Context: an optimization exercise on an open-source flow, tuned for small area, a short achievable clock period and few clock cycles. The choices shown serve that exercise and are no tape-out recipe.
Only simulation tests tie the RTL to the original design; equivalence was not proved.
Power is estimated from default activity; no workload was simulated.

==> design/flow/design.v <==
`default_nettype none
package dlr_pkg;
  localparam int DEFAULT_FRAC_BITS   = 16;
  localparam int DEFAULT_COORD_BITS  = 14;
  localparam int DEFAULT_QUEUE_DEPTH = 4;
  localparam int CFG_W   = 13;
  localparam int IDX_W   = 24;
  localparam int COLOR_W = 32;
  localparam logic [CFG_W-1:0] RESET_SCREEN_WIDTH  = 13'd1280;
  localparam logic [CFG_W-1:0] RESET_SCREEN_HEIGHT = 13'd720;
  typedef enum logic {
    ACT_START   = 1'b0,
    ACT_ADVANCE = 1'b1
  } action_e;
  typedef enum logic {
    CFG_SCREEN_WIDTH  = 1'b0,
    CFG_SCREEN_HEIGHT = 1'b1
  } cfg_reg_e;
endpackage
`default_nettype wire
`default_nettype none
module dlr_fifo #(
  parameter int WIDTH = 8,
  parameter int DEPTH = 4
) (
  input  wire logic             clk_i,
  input  wire logic             rst_ni,
  input  wire logic             push_i,
  input  wire logic [WIDTH-1:0] push_data_i,
  output      logic             full_o,
  input  wire logic             pop_i,
  output      logic [WIDTH-1:0] pop_data_o,
  output      logic             empty_o
);
  localparam int AW = (DEPTH > 1) ? $clog2(DEPTH) : 1;
  localparam int NW = $clog2(DEPTH + 1);
  logic [WIDTH-1:0] mem_q [DEPTH];
  logic [AW-1:0]    wr_ptr_q, wr_ptr_d, rd_ptr_q, rd_ptr_d;
  logic [NW-1:0]    fill_q, fill_d;
  logic             do_push, do_pop;
  assign full_o     = (fill_q == NW'(DEPTH));
  assign empty_o    = (fill_q == '0);
  assign do_push    = push_i && !full_o;
  assign do_pop     = pop_i && !empty_o;
  assign pop_data_o = mem_q[rd_ptr_q];
  always_comb begin
    wr_ptr_d = wr_ptr_q;
    rd_ptr_d = rd_ptr_q;
    fill_d   = fill_q;
    if (do_push) begin
      wr_ptr_d = (wr_ptr_q == AW'(DEPTH - 1)) ? '0 : wr_ptr_q + AW'(1);
    end
    if (do_pop) begin
      rd_ptr_d = (rd_ptr_q == AW'(DEPTH - 1)) ? '0 : rd_ptr_q + AW'(1);
    end
    if (do_push && !do_pop) begin
      fill_d = fill_q + NW'(1);
    end else if (do_pop && !do_push) begin
      fill_d = fill_q - NW'(1);
    end
  end
  always_ff @(posedge clk_i or negedge rst_ni) begin
    if (!rst_ni) begin
      wr_ptr_q <= '0;
      rd_ptr_q <= '0;
      fill_q   <= '0;
    end else begin
      wr_ptr_q <= wr_ptr_d;
      rd_ptr_q <= rd_ptr_d;
      fill_q   <= fill_d;
    end
  end
  always_ff @(posedge clk_i) begin
    if (do_push) begin
      mem_q[wr_ptr_q] <= push_data_i;
    end
  end
endmodule
`default_nettype wire
`default_nettype none
module dlr_front #(
  parameter int FRAC_BITS  = 16,
  parameter int COORD_BITS = 14,
  parameter int ENTRY_W    = 128
) (
  input  wire logic                         clk_i,
  input  wire logic                         rst_ni,
  input  wire logic                         in_valid_i,
  output      logic                         in_stall_o,
  input  wire logic                         action_i,
  input  wire logic signed [COORD_BITS-1:0] x_start_i,
  input  wire logic signed [COORD_BITS-1:0] y_start_i,
  input  wire logic signed [COORD_BITS-1:0] x_end_i,
  input  wire logic signed [COORD_BITS-1:0] y_end_i,
  input  wire logic [dlr_pkg::COLOR_W-1:0]  line_color_i,
  output      logic                         push_o,
  output      logic [ENTRY_W-1:0]           push_data_o,
  input  wire logic                         full_i
);
  localparam int CW    = COORD_BITS;
  localparam int SW    = FRAC_BITS + 2;
  localparam int QW    = FRAC_BITS + 1;
  localparam int CNT_W = $clog2(FRAC_BITS + 1);
  typedef enum logic [3:0] {
    FE_IDLE = 4'b0001,
    FE_LEN  = 4'b0010,
    FE_DIV  = 4'b0100,
    FE_PUSH = 4'b1000
  } fe_state_e;
  fe_state_e state_q, state_d;
  logic                accept;
  logic signed [CW:0]  dx, dy;
  logic [CW:0]         abs_x, abs_y;
  logic                neg_x_q, neg_y_q;
  logic [CW-1:0]       mag_x_q, mag_y_q;
  logic [CW-1:0]       len_q, len_d;
  logic [CW:0]         rem_x_q, rem_x_d, rem_y_q, rem_y_d;
  logic [QW-1:0]       quo_x_q, quo_x_d, quo_y_q, quo_y_d;
  logic [CNT_W-1:0]    cnt_q, cnt_d;
  logic signed [CW-1:0] x0_q, y0_q;
  logic [dlr_pkg::COLOR_W-1:0]  color_q;
  logic [CW:0]         try_x, try_y;
  logic                ge_x, ge_y;
  logic                up_x, up_y;
  logic [SW-1:0]       smag_x, smag_y;
  logic signed [SW-1:0] step_x, step_y;
  logic [CW:0]         count;
  logic [ENTRY_W-1:0]  setup_entry, advance_entry;
  assign accept     = in_valid_i && !in_stall_o;
  assign in_stall_o = (state_q != FE_IDLE) || full_i;
  assign dx    = (CW+1)'(x_end_i) - (CW+1)'(x_start_i);
  assign dy    = (CW+1)'(y_end_i) - (CW+1)'(y_start_i);
  assign abs_x = dx[CW] ? -dx : dx;
  assign abs_y = dy[CW] ? -dy : dy;
  assign try_x = (cnt_q == '0) ? rem_x_q : {rem_x_q[CW-1:0], 1'b0};
  assign try_y = (cnt_q == '0) ? rem_y_q : {rem_y_q[CW-1:0], 1'b0};
  assign ge_x  = try_x >= {1'b0, len_q};
  assign ge_y  = try_y >= {1'b0, len_q};
  assign up_x   = {rem_x_q, 1'b0} >= {2'b00, len_q};
  assign up_y   = {rem_y_q, 1'b0} >= {2'b00, len_q};
  assign smag_x = SW'(quo_x_q) + SW'(up_x);
  assign smag_y = SW'(quo_y_q) + SW'(up_y);
  always_comb begin
    step_x = '0;
    step_y = '0;
    if (len_q != '0) begin
      step_x = neg_x_q ? -$signed(smag_x) : $signed(smag_x);
      step_y = neg_y_q ? -$signed(smag_y) : $signed(smag_y);
    end
  end
  assign count         = (CW+1)'(len_q) + (CW+1)'(1);
  assign setup_entry   = {dlr_pkg::ACT_START, color_q, y0_q, x0_q, count, step_y, step_x};
  assign advance_entry = {dlr_pkg::ACT_ADVANCE, {(ENTRY_W-1){1'b0}}};
  assign push_o      = (state_q == FE_IDLE && accept && action_i == dlr_pkg::ACT_ADVANCE) ||
                       (state_q == FE_PUSH && !full_i);
  assign push_data_o = (state_q == FE_PUSH) ? setup_entry : advance_entry;
  always_comb begin
    state_d = state_q;
    len_d   = len_q;
    rem_x_d = rem_x_q;
    rem_y_d = rem_y_q;
    quo_x_d = quo_x_q;
    quo_y_d = quo_y_q;
    cnt_d   = cnt_q;
    case (state_q)
      FE_IDLE: begin
        if (accept && action_i == dlr_pkg::ACT_START) begin
          state_d = FE_LEN;
        end
      end
      FE_LEN: begin
        len_d   = (mag_x_q > mag_y_q) ? mag_x_q : mag_y_q;
        rem_x_d = {1'b0, mag_x_q};
        rem_y_d = {1'b0, mag_y_q};
        quo_x_d = '0;
        quo_y_d = '0;
        cnt_d   = '0;
        state_d = FE_DIV;
      end
      FE_DIV: begin
        rem_x_d = ge_x ? try_x - {1'b0, len_q} : try_x;
        rem_y_d = ge_y ? try_y - {1'b0, len_q} : try_y;
        quo_x_d = {quo_x_q[QW-2:0], ge_x};
        quo_y_d = {quo_y_q[QW-2:0], ge_y};
        cnt_d   = cnt_q + CNT_W'(1);
        if (cnt_q == CNT_W'(FRAC_BITS)) begin
          state_d = FE_PUSH;
        end
      end
      FE_PUSH: begin
        if (!full_i) begin
          state_d = FE_IDLE;
        end
      end
      default: state_d = FE_IDLE;
    endcase
  end
  always_ff @(posedge clk_i or negedge rst_ni) begin
    if (!rst_ni) begin
      state_q <= FE_IDLE;
      cnt_q   <= '0;
    end else begin
      state_q <= state_d;
      cnt_q   <= cnt_d;
    end
  end
  always_ff @(posedge clk_i) begin
    len_q   <= len_d;
    rem_x_q <= rem_x_d;
    rem_y_q <= rem_y_d;
    quo_x_q <= quo_x_d;
    quo_y_q <= quo_y_d;
    if (state_q == FE_IDLE && accept && action_i == dlr_pkg::ACT_START) begin
      neg_x_q <= dx[CW];
      neg_y_q <= dy[CW];
      mag_x_q <= abs_x[CW-1:0];
      mag_y_q <= abs_y[CW-1:0];
      x0_q    <= x_start_i;
      y0_q    <= y_start_i;
      color_q <= line_color_i;
    end
  end
endmodule
`default_nettype wire
`default_nettype none
module dlr_back #(
  parameter int FRAC_BITS  = 16,
  parameter int COORD_BITS = 14,
  parameter int ENTRY_W    = 128
) (
  input  wire logic                         clk_i,
  input  wire logic                         rst_ni,
  input  wire logic [ENTRY_W-1:0]           cmd_i,
  input  wire logic                         empty_i,
  output      logic                         pop_o,
  input  wire logic [dlr_pkg::CFG_W-1:0]    screen_width_i,
  input  wire logic [dlr_pkg::CFG_W-1:0]    screen_height_i,
  output      logic                         out_valid_o,
  input  wire logic                         out_stall_i,
  output      logic signed [COORD_BITS-1:0] pixel_x_o,
  output      logic signed [COORD_BITS-1:0] pixel_y_o,
  output      logic [dlr_pkg::IDX_W-1:0]    pixel_addr_o,
  output      logic [dlr_pkg::COLOR_W-1:0]  pixel_color_o,
  output      logic                         write_enable_o,
  output      logic                         last_pixel_o
);
  localparam int CW     = COORD_BITS;
  localparam int SW     = FRAC_BITS + 2;
  localparam int PW     = COORD_BITS + FRAC_BITS + 2;
  localparam int RW     = COORD_BITS + 2;
  localparam int CMP_W  = (RW > dlr_pkg::CFG_W + 1) ? RW : dlr_pkg::CFG_W + 1;
  localparam int PROD_W = 2 * dlr_pkg::CFG_W;
  localparam int O_SY   = SW;
  localparam int O_CNT  = 2 * SW;
  localparam int O_X0   = 2 * SW + CW + 1;
  localparam int O_Y0   = O_X0 + CW;
  localparam int O_COL  = O_Y0 + CW;
  localparam int O_KIND = O_COL + dlr_pkg::COLOR_W;
  logic                  cmd_kind;
  logic signed [SW-1:0]  cmd_step_x, cmd_step_y;
  logic [CW:0]           cmd_count;
  logic signed [CW-1:0]  cmd_x0, cmd_y0;
  logic [dlr_pkg::COLOR_W-1:0]    cmd_color;
  logic                  active_q;
  logic signed [PW-1:0]  pos_x_q, pos_y_q;
  logic signed [SW-1:0]  step_x_q, step_y_q;
  logic [CW:0]           left_q;
  logic [dlr_pkg::COLOR_W-1:0]    color_q;
  logic                  va_q;
  logic signed [RW-1:0]  rx_a_q, ry_a_q;
  logic                  last_a_q;
  logic [dlr_pkg::COLOR_W-1:0]    col_a_q;
  logic                  move_b, emit;
  logic signed [PW-1:0]  half_c, sum_x, sum_y;
  logic                  vis;
  logic [CMP_W-1:0]      ux, uy;
  logic [dlr_pkg::CFG_W-1:0]      x13, y13;
  logic [PROD_W-1:0]     prod, lin;
  assign cmd_kind   = cmd_i[O_KIND];
  assign cmd_step_x = cmd_i[SW-1:0];
  assign cmd_step_y = cmd_i[O_SY +: SW];
  assign cmd_count  = cmd_i[O_CNT +: CW+1];
  assign cmd_x0     = cmd_i[O_X0 +: CW];
  assign cmd_y0     = cmd_i[O_Y0 +: CW];
  assign cmd_color  = cmd_i[O_COL +: dlr_pkg::COLOR_W];
  assign move_b = !out_valid_o || !out_stall_i;
  assign pop_o  = !empty_i && (!va_q || move_b);
  assign emit   = pop_o && cmd_kind == dlr_pkg::ACT_ADVANCE && active_q;
  assign half_c = {{(PW-FRAC_BITS){1'b0}}, 1'b1, {(FRAC_BITS-1){1'b0}}};
  assign sum_x  = pos_x_q + half_c - PW'({1'b0, pos_x_q[PW-1]});
  assign sum_y  = pos_y_q + half_c - PW'({1'b0, pos_y_q[PW-1]});
  assign ux   = CMP_W'($unsigned(rx_a_q));
  assign uy   = CMP_W'($unsigned(ry_a_q));
  assign vis  = !rx_a_q[RW-1] && !ry_a_q[RW-1] &&
                (ux < CMP_W'(screen_width_i)) && (uy < CMP_W'(screen_height_i));
  assign x13  = dlr_pkg::CFG_W'(ux);
  assign y13  = dlr_pkg::CFG_W'(uy);
  assign prod = PROD_W'(y13) * PROD_W'(screen_width_i);
  assign lin  = prod + PROD_W'(x13);
  always_ff @(posedge clk_i or negedge rst_ni) begin
    if (!rst_ni) begin
      active_q    <= 1'b0;
      va_q        <= 1'b0;
      out_valid_o <= 1'b0;
    end else begin
      if (pop_o && cmd_kind == dlr_pkg::ACT_START) begin
        active_q <= 1'b1;
      end else if (emit && left_q == (CW+1)'(1)) begin
        active_q <= 1'b0;
      end
      if (emit) begin
        va_q <= 1'b1;
      end else if (move_b) begin
        va_q <= 1'b0;
      end
      if (move_b) begin
        out_valid_o <= va_q;
      end
    end
  end
  always_ff @(posedge clk_i) begin
    if (pop_o && cmd_kind == dlr_pkg::ACT_START) begin
      pos_x_q  <= PW'(cmd_x0) <<< FRAC_BITS;
      pos_y_q  <= PW'(cmd_y0) <<< FRAC_BITS;
      step_x_q <= cmd_step_x;
      step_y_q <= cmd_step_y;
      left_q   <= cmd_count;
      color_q  <= cmd_color;
    end else if (emit) begin
      pos_x_q  <= pos_x_q + PW'(step_x_q);
      pos_y_q  <= pos_y_q + PW'(step_y_q);
      left_q   <= left_q - (CW+1)'(1);
    end
    if (emit) begin
      rx_a_q   <= sum_x[PW-1:FRAC_BITS];
      ry_a_q   <= sum_y[PW-1:FRAC_BITS];
      last_a_q <= (left_q == (CW+1)'(1));
      col_a_q  <= color_q;
    end
    if (move_b && va_q) begin
      pixel_x_o      <= rx_a_q[CW-1:0];
      pixel_y_o      <= ry_a_q[CW-1:0];
      pixel_addr_o   <= vis ? lin[dlr_pkg::IDX_W-1:0] : '0;
      pixel_color_o  <= col_a_q;
      write_enable_o <= vis;
      last_pixel_o   <= last_a_q;
    end
  end
endmodule
`default_nettype wire
`default_nettype none
module dda_line_rasterizer #(
  parameter int FRAC_BITS   = dlr_pkg::DEFAULT_FRAC_BITS,
  parameter int COORD_BITS  = dlr_pkg::DEFAULT_COORD_BITS,
  parameter int QUEUE_DEPTH = dlr_pkg::DEFAULT_QUEUE_DEPTH
) (
  input  wire logic                         clk_i,
  input  wire logic                         rst_ni,
  input  wire logic                         cfg_we_i,
  input  wire logic                         cfg_index_i,
  input  wire logic [dlr_pkg::CFG_W-1:0]    cfg_wdata_i,
  input  wire logic                         in_valid_i,
  output      logic                         in_stall_o,
  input  wire logic                         action_i,
  input  wire logic signed [COORD_BITS-1:0] x_start_i,
  input  wire logic signed [COORD_BITS-1:0] y_start_i,
  input  wire logic signed [COORD_BITS-1:0] x_end_i,
  input  wire logic signed [COORD_BITS-1:0] y_end_i,
  input  wire logic [dlr_pkg::COLOR_W-1:0]  line_color_i,
  output      logic                         out_valid_o,
  input  wire logic                         out_stall_i,
  output      logic signed [COORD_BITS-1:0] pixel_x_o,
  output      logic signed [COORD_BITS-1:0] pixel_y_o,
  output      logic [dlr_pkg::IDX_W-1:0]    pixel_addr_o,
  output      logic [dlr_pkg::COLOR_W-1:0]  pixel_color_o,
  output      logic                         write_enable_o,
  output      logic                         last_pixel_o
);
  localparam int ENTRY_W = 2 * (FRAC_BITS + 2) + (COORD_BITS + 1) + 2 * COORD_BITS +
                           dlr_pkg::COLOR_W + 1;
  logic [dlr_pkg::CFG_W-1:0]   screen_width_q, screen_height_q;
  logic               push, full, pop, empty;
  logic [ENTRY_W-1:0] push_data, pop_data;
  always_ff @(posedge clk_i or negedge rst_ni) begin
    if (!rst_ni) begin
      screen_width_q  <= dlr_pkg::RESET_SCREEN_WIDTH;
      screen_height_q <= dlr_pkg::RESET_SCREEN_HEIGHT;
    end else if (cfg_we_i) begin
      case (cfg_index_i)
        dlr_pkg::CFG_SCREEN_WIDTH:  screen_width_q  <= cfg_wdata_i;
        dlr_pkg::CFG_SCREEN_HEIGHT: screen_height_q <= cfg_wdata_i;
        default: ;
      endcase
    end
  end
  dlr_front #(
    .FRAC_BITS  (FRAC_BITS),
    .COORD_BITS (COORD_BITS),
    .ENTRY_W    (ENTRY_W)
  ) u_front (
    .clk_i        (clk_i),
    .rst_ni       (rst_ni),
    .in_valid_i   (in_valid_i),
    .in_stall_o   (in_stall_o),
    .action_i     (action_i),
    .x_start_i    (x_start_i),
    .y_start_i    (y_start_i),
    .x_end_i      (x_end_i),
    .y_end_i      (y_end_i),
    .line_color_i (line_color_i),
    .push_o       (push),
    .push_data_o  (push_data),
    .full_i       (full)
  );
  dlr_fifo #(
    .WIDTH (ENTRY_W),
    .DEPTH (QUEUE_DEPTH)
  ) u_queue (
    .clk_i       (clk_i),
    .rst_ni      (rst_ni),
    .push_i      (push),
    .push_data_i (push_data),
    .full_o      (full),
    .pop_i       (pop),
    .pop_data_o  (pop_data),
    .empty_o     (empty)
  );
  dlr_back #(
    .FRAC_BITS  (FRAC_BITS),
    .COORD_BITS (COORD_BITS),
    .ENTRY_W    (ENTRY_W)
  ) u_back (
    .clk_i           (clk_i),
    .rst_ni          (rst_ni),
    .cmd_i           (pop_data),
    .empty_i         (empty),
    .pop_o           (pop),
    .screen_width_i  (screen_width_q),
    .screen_height_i (screen_height_q),
    .out_valid_o     (out_valid_o),
    .out_stall_i     (out_stall_i),
    .pixel_x_o       (pixel_x_o),
    .pixel_y_o       (pixel_y_o),
    .pixel_addr_o    (pixel_addr_o),
    .pixel_color_o   (pixel_color_o),
    .write_enable_o  (write_enable_o),
    .last_pixel_o    (last_pixel_o)
  );
endmodule
`default_nettype wire
==> design/flow/run.sh <==
#!/bin/bash
# synth_recipe.tcl (not shown) runs the flow's synth.tcl, then flattens the netlist and writes it again
# the make line also repeats each setting of config.mk as NAME=value (left out here)
make -C /OpenROAD-flow-scripts/flow DESIGN_CONFIG=/design/flow/config.mk WORK_HOME=/design/flow/orfs CLKGATE_MAP_FILE= SYNTH_SCRIPT=/design/flow/synth_recipe.tcl finish
==> design/flow/config.mk <==
export PLATFORM = sky130hd
export DESIGN_NAME = dda_line_rasterizer
export DESIGN_NICKNAME = dda_line_rasterizer
export VERILOG_FILES = /design/flow/design.v
export SDC_FILE = /design/flow/constraint.sdc
export NUM_CORES = 4
export LEC_CHECK = 0
export CAP_MARGIN = 20
export CORE_MARGIN = 2
export CORE_UTILIZATION = 40
export SLEW_MARGIN = 20
==> design/flow/constraint.sdc <==
create_clock -name core_clock -period 8.0 [get_ports {clk_i}]
set_input_delay 1.6000 -clock core_clock [delete_from_list [all_inputs] [get_ports {clk_i}]]
set_output_delay 1.6000 -clock core_clock [all_outputs]
set_load 0.01 [all_outputs]
==> flow_metrics.py <==
metrics = {
    "status": {
        "status": "finished clean",
    },
    "worst_hold_path": {
        "hp-class": "reg2reg",
    },
    "route": {
        "wl_per_cell_um": 19.4,
        "drc": 0,
        "drtPass1Iterations": 6,
        "route.vias.total": 32533,
        "drt_iter0_markers": 2237,
        "route.final.wire_length_mm": 119,
        "postRouteAntennaNets": 0,
        "post_drt_via_cell_ratio": 5.28,
    },
    "yosys": {
        "synth_seq_cells": 959,
        "yosys_warnings": 4,
        "synth-xor-area-share_pct": 4.20,
        "synthTopCellsByArea": "edfxtp_1 (50%), ha_1 (8.1%), fa_1 (5.2%)",
        "synth_edf_count": 882,
        "yosysSeqAreaShare_pct": 53.8,
        "synthMuxAreaShare_pct": 6.61,
        "synth_flop_cell": "edfxtp_1",
        "netlist_instances": 4135,
        "synth_top_area_share_pct": 50.5,
        "syn_area_um2": 52500,
        "synth_fa_ha_area_share_pct": 13.3,
        "synth_compound_area_share_pct": 8.68,
        "synth_top_family_by_area": "adder cells",
        "ys_types": 93,
        "synth_commonest_cells": "edfxtp_1 (882), inv_1 (370), ha_1 (341)",
        "post_synth_and_or_nand_nor_area_fraction_pct": 9.65,
        "syn_nets": 4720,
        "synth_top_cell_by_area": "edfxtp_1",
        "synth_most_common_cell": "edfxtp_1",
        "ys_async_sr_fraction_pct": 4.69,
        "syn_avg_cell_area_um2": 12.7,
    },
    "sta": {
        "setup_viol": 0,
        "finalMaxSlewViolations": 0,
        "setup_slack_ns": 1.35,
        "max_freq_mhz": 150,
        "worst_clock_skew_ns": 0.0550,
        "rsz0062_at_grt": "no",
        "tightest_slew_ns": 1.02,
        "fin_tns_setup_ns": 0,
        "period_minus_slack_ns": 6.65,
        "min_period_over_period_pct": 83.1,
        "slew_headroom_pct": 31.6,
        "hold_viol": 0,
    },
    "finish": {
        "area_growth_pct": 14.3,
        "drive_gt1_share_pct": 9.45,
        "utilization_pct": 46.2,
        "fin_nets": 4912,
        "final_area_um2": 60000,
    },
    "grt": {
        "antenna_found_initial": 5,
        "grt_pass1_vias": 32564,
        "grt_usage_pct": 17.6,
        "grt-ovfl-total": 0,
        "grt_max_degree": 113,
        "grt_pass1_wl_mm": 186,
    },
    "cts": {
        "post_cts_buffers": 0,
        "cts_resized": 0,
        "h-tree-depth": 3,
        "cts_tree": "built",
        "cts_buffers": 104,
        "insertion_delay_ns": 0.73,
        "cts.reportedPaths.clkPinSlew_ns": 0.06,
        "clkSinkCount": 959,
        "cts-root-buf": "clkbuf_16",
        "cts.hold.buffers_added": 0,
        "cts_buffer_depth": 3,
    },
    "placed_design": {
        "dpl.hpwl_mm": 82.8,
        "port_buffers": 195,
        "place_area_um2": 56500,
        "dpl_worst_slack_ns": 1.36,
        "gp_congestion": 0.888,
    },
    "power_and_ir_drop": {
        "power_density_nw_per_um2": 373,
        "ir_drop_mv": 0.838,
        "p_leak_nw": 23.4,
        "p_total_mw": 22.4,
    },
    "flow_run": {
        "drv_cap": 0,
    },
    "floorplanning": {
        "die_w_um": 366,
        "core_um2": 130000,
        "dieArea_um2": 134000,
        "start_util_pct": 40.4,
        "rows": 132,
        "fp.dieH_um": 366,
        "io_pins": 196,
    },
    "critical_path": {
        "cp_max_fo": 15,
        "critical_path_required_ns": 8.42,
        "end_kind": "register",
        "arrival_ns": 7.06,
        "cp-start-kind": "register",
        "path_class": "reg2reg",
    },
}
-- area by class of cell --
type,instances,area (um2)
fill,11674,69800
sequential,959,28300
inverter,374,1410
multi-input combinational,2662,22400
antenna,1,2.50
clock buffer,127,2780
timing repair buffer,226,2240
clock inverter,66,734
tap,1742,2180
-- per-layer routing --
metal / routed length (um) / up-vias / GRT usage, %
li1: - / 15586 / -
met1: 54800 / 16011 / 24.4
met2: 55700 / 761 / 28.7
met3: 5930 / 173 / 2.82
met4: 2790 / 2 / 4.85
met5: 12 / - / 0
-- sequential cells by signal, indices dropped and copies added (netlist names), 15 cells and up --
signal and flops:
u_front.quo_y_q 17, u_back.step_y_q 18, u_front.color_q 32, u_back.pos_y_q 32
u_back.rx_a_q 16, u_front.rem_y_q 15, u_back.pixel_color_o 32, u_back.step_x_q 18
u_front.quo_x_q 17, u_back.pixel_addr_o 24, u_back.pos_x_q 32, u_front.rem_x_q 15
u_back.left_q 15, u_back.color_q 32, u_queue.mem_q 448, u_back.col_a_q 32
u_back.ry_a_q 16
-- cell families after synthesis --
logic type	after synthesis
AND/OR/NAND/NOR	1014
flip-flops	959
AO/OA/AOI/OAI	720
buffers and inverters	514
adder cells (fa/ha/maj)	477
XOR/XNOR	252
multiplexers	199
-- power by group --
| part | switching [mW] | internal (mW) |
|---|---|---|
| Sequential | 0.221 | 5.86 |
| Combinational | 6.21 | 5.19 |
| Clock | 2.02 | 2.87 |
-- worst max-delay path, stage by stage, from the launching register on --
cell and delay (ns):
edfxtp_1 0.68, and2_1 0.31, fa_1 0.53, inv_1 0.05, fa_1 0.53, inv_1 0.05, fa_1 0.50, fa_1 0.44
fa_1 0.49, inv_1 0.05, fa_1 0.48, inv_1 0.04, ha_1 0.33, a21oi_1 0.27, o22ai_1 0.14, o21a_1 0.18
a311o_1 0.39, a221oi_2 0.38, o2111ai_1 0.18, a21oi_1 0.19, xnor2_1 0.13, nor2_1 0.05
-- cell usage in the layout, fill, tap and decap left out, types with 100 or more instances in the layout --
master           netlist  final
edfxtp_1             882    882
nand2_1              302    301
a21oi_1              174    174
ha_1                 341    341
and2_1               104    100
fa_1                 136    136
mux4_2               112    112
clkdlybuf4s50_1        0    194
nor2_1               190    188
inv_1                370    369
xnor2_1              166    166
o21ai_0              200    200
and3_1               123    123
clkbuf_16              0    106
-- through the flow --
stage	cells	hold slack, ns
after floorplan	4135	0.400
after global placement	5963	0.400
after detailed placement	5963	0.405
after CTS	6156	0.404
after global routing	6157	0.415
final	6157	0.401
-- final timing paths --
path / start / to / slack, ns / cells past startpoint
hold / removal: u_back.col_a_q[20]$_DFFE_PP_ / u_back.pixel_color_o[20]$_DFFE_PP_ / 0.40 / 0
max in group asynchronous: rst_ni / u_queue.rd_ptr_q[1]$_DFFE_PN0P_ / 6.35 / 2
hold reg to reg: u_back.col_a_q[20]$_DFFE_PP_ / u_back.pixel_color_o[20]$_DFFE_PP_ / 0.40 / 0
setup / recovery: u_back.ry_a_q[5]$_DFFE_PP_ / u_back.pixel_addr_o[23]$_SDFFCE_PN0P_ / 1.35 / 21
setup reg to reg: u_back.ry_a_q[5]$_DFFE_PP_ / u_back.pixel_addr_o[23]$_SDFFCE_PN0P_ / 1.35 / 21
min in group asynchronous: rst_ni / u_front.cnt_q[1]$_DFFE_PN0P_ / 1.06 / 2
Testbench counts, summed over its fixed seeds: cycles 122,711.

separate check: timing with driven ports:
Ports are ideal in the flow. The routed layout listed here was re-timed in OpenROAD. Step 1, drivers: a clkbuf_16 drives clk_i and a buf_2 each remaining input, both assumed. Step 2 also shifts input and output timing later by t, the mid clock arrival at the registers, as if the neighbouring blocks saw the same clock. Slacks: ideal / step 1 / step 2; pairs: ideal / step 1.
t (ns): 0.768
setup WS [ns]: 1.354 / 1.354 / 1.354
worst hold slack (ns): 0.401 / 0.401 / 0.401
slew at the worst register clock pin (ns): 0.07 / 0.07
After both steps this run still meets setup and hold. For this run, drivers alone change the setup slack by 0.000 ns; drivers and shift together by 0.000 ns.
